From an optimization exercise on the open Yosys and OpenROAD flow, aimed at small area, a short achievable clock period and few clock cycles; shortcuts taken in it are not production practice.
Function was checked by simulation only, so behaviour that the tests miss may differ from the original.

run 1:
// comp_step_engine
module comp_step_engine #(
    parameter int STATE_BYTES = 16,
    parameter int ROM_BYTES   = 82,
    parameter int ADDR_W      = 8,
    parameter int CNT_W       = 8
) (
    input  logic                     clk,
    input  logic                     rst,
    input  logic [8*ROM_BYTES-1:0]   rom,
    input  logic                     cmd_valid,
    output logic                     cmd_ready,
    input  logic [1:0]               cmd_op,
    input  logic                     cmd_rule,
    input  logic [ADDR_W-1:0]        cmd_addr,
    input  logic [CNT_W-1:0]         cmd_count,
    output logic                     busy,
    output logic                     done,
    output logic                     match,
    output logic                     err,
    output logic [8*STATE_BYTES-1:0] state_out
);
    localparam int N     = 8 * STATE_BYTES;
    localparam logic [1:0] OP_LOAD    = 2'd0;
    localparam logic [1:0] OP_STEP    = 2'd1;
    localparam logic [1:0] OP_COMPARE = 2'd2;
    logic             run_q;
    logic [N-1:0]     cells_q, cells_d;
    logic [CNT_W-1:0] rem_q, rem_d;
    logic             rule_q;
    logic             match_q;
    logic             done_q, done_d;
    logic             err_q;
    logic             accept, acc_load, acc_step, acc_cmp;
    logic [N-1:0]     window;
    assign cmd_ready = ~run_q;
    assign busy      = run_q;
    assign accept    = cmd_valid & ~run_q;
    assign acc_load  = accept & (cmd_op == OP_LOAD);
    assign acc_step  = accept & (cmd_op == OP_STEP);
    assign acc_cmp   = accept & (cmd_op == OP_COMPARE);
    assign done      = done_q;
    assign err       = err_q;
    assign match     = match_q;
  ...
Settings: LEC_CHECK=0, CAP_MARGIN=30, CELL_PAD_IN_SITES_DETAIL_PLACEMENT=1, CORE_MARGIN=2, CORE_UTILIZATION=35, SETUP_SLACK_MARGIN=4.5, SLEW_MARGIN=30, SYNTH_HIERARCHICAL=1, TNS_END_PERCENT=10; clock period 10.0 ns.
standard.sh (not shown) runs the stock make flow with config.mk's settings and CLKGATE_MAP_FILE= SYNTH_SCRIPT=/design/flow/synth_recipe.tcl, a recipe that flattens the netlist after the stock synthesis.
==> flow/flow/run.sh <==
#!/bin/bash
set -euo pipefail
work=$(pwd)
export FLOW_WORK="$work"
export FLOW_ABC_SCRIPT="$work/flow/area.abc"
bash "$work/standard.sh" SYNTH_SCRIPT="$work/flow/synth_wrap.tcl" \
  BUFFER_PORTS_ARGS="-buffer_cell sky130_fd_sc_hd__buf_1" MATCH_CELL_FOOTPRINT=0 finish > "$work/flow_make.log" 2>&1
==> flow/flow/area.abc <==
&get -n
&st
&dch
&nf -R 1000
&put
==> flow/flow/synth_wrap.tcl <==
proc abc {args} {
  set i [lsearch -exact $args -script]
  set area $args
  if { $i >= 0 } { lset area [expr {$i + 1}] $::env(FLOW_ABC_SCRIPT) }
  yosys abc {*}$args $::env(FLOW_TOP)
  yosys abc {*}$area $::env(FLOW_TOP) %n
}
source $::env(FLOW_WORK)/synth_recipe.tcl
Testbench counts of run 1, summed over its fixed seeds: cycles 7,108.
Input-level comparison between run 2 and run 1:
# run 1
export LEC_CHECK = 0
export CAP_MARGIN = 30
export CELL_PAD_IN_SITES_DETAIL_PLACEMENT = 1
export CORE_MARGIN = 2
export CORE_UTILIZATION = 35
export SETUP_SLACK_MARGIN = 4.5
export SLEW_MARGIN = 30
export SYNTH_HIERARCHICAL = 1
export TNS_END_PERCENT = 10
create_clock -name core_clock -period 10.0 [get_ports {clk}]
# run 2
export LEC_CHECK = 0
export CAP_MARGIN = 30
export CELL_PAD_IN_SITES_DETAIL_PLACEMENT = 1
export CORE_MARGIN = 2
export CORE_UTILIZATION = 35
export SETUP_SLACK_MARGIN = 4.5
export SLEW_MARGIN = 30
export SYNTH_HIERARCHICAL = 1
create_clock -name core_clock -period 10.0 [get_ports {clk}]
Notes after the runs:
Run 2 gives more number of stages on the worst setup path than run 1 did. Against run 1, final clock skew in run 2 came out better. Routed wire length (run 2 over run 1): decrease, 3.0%. NOTE average detailed-routed wire length per instance run 1->run 2 decreased by a few percent. Compared with run 1, run 2 has extra setup slack. met1 routed wirelength after detailed routing for run 2 is lower than for run 1. Clock-buffer cell count ends up higher on run 1.

static timing again, ports no longer ideal:
The results above use ideal ports. As a check the final layouts listed here were re-extracted and re-timed, cells and wires unchanged. Step 1: set_driving_cell puts a clkbuf_16 on clk and a buf_2 on each other input, an assumption about the parent block. Step 2 adds t to the input delays and takes it off the output delays; t is the mean of the earliest and latest rising clock arrival at the registers after step 1. Input paths then give back, and output paths get back, about the clock's delay inside the block. Slacks: no drivers / after step 1 / after step 2; pairs: no drivers / after step 1.
run	t (ns)	setup slack, ns	worst setup path after step 2	slew at the worst register clock pin (ns)	cell pins on the clock port's net
run 1	0.550	4.389 / 4.425 / 3.874	input to register	0.08 / 0.08	1
run 2	0.562	4.409 / 4.440 / 3.878	input to register	0.08 / 0.08	1
After both steps every run listed still meets setup and hold. The setup slack of run 2, which loses most, moves by +0.031 ns with the drivers and by -0.531 ns with both steps.
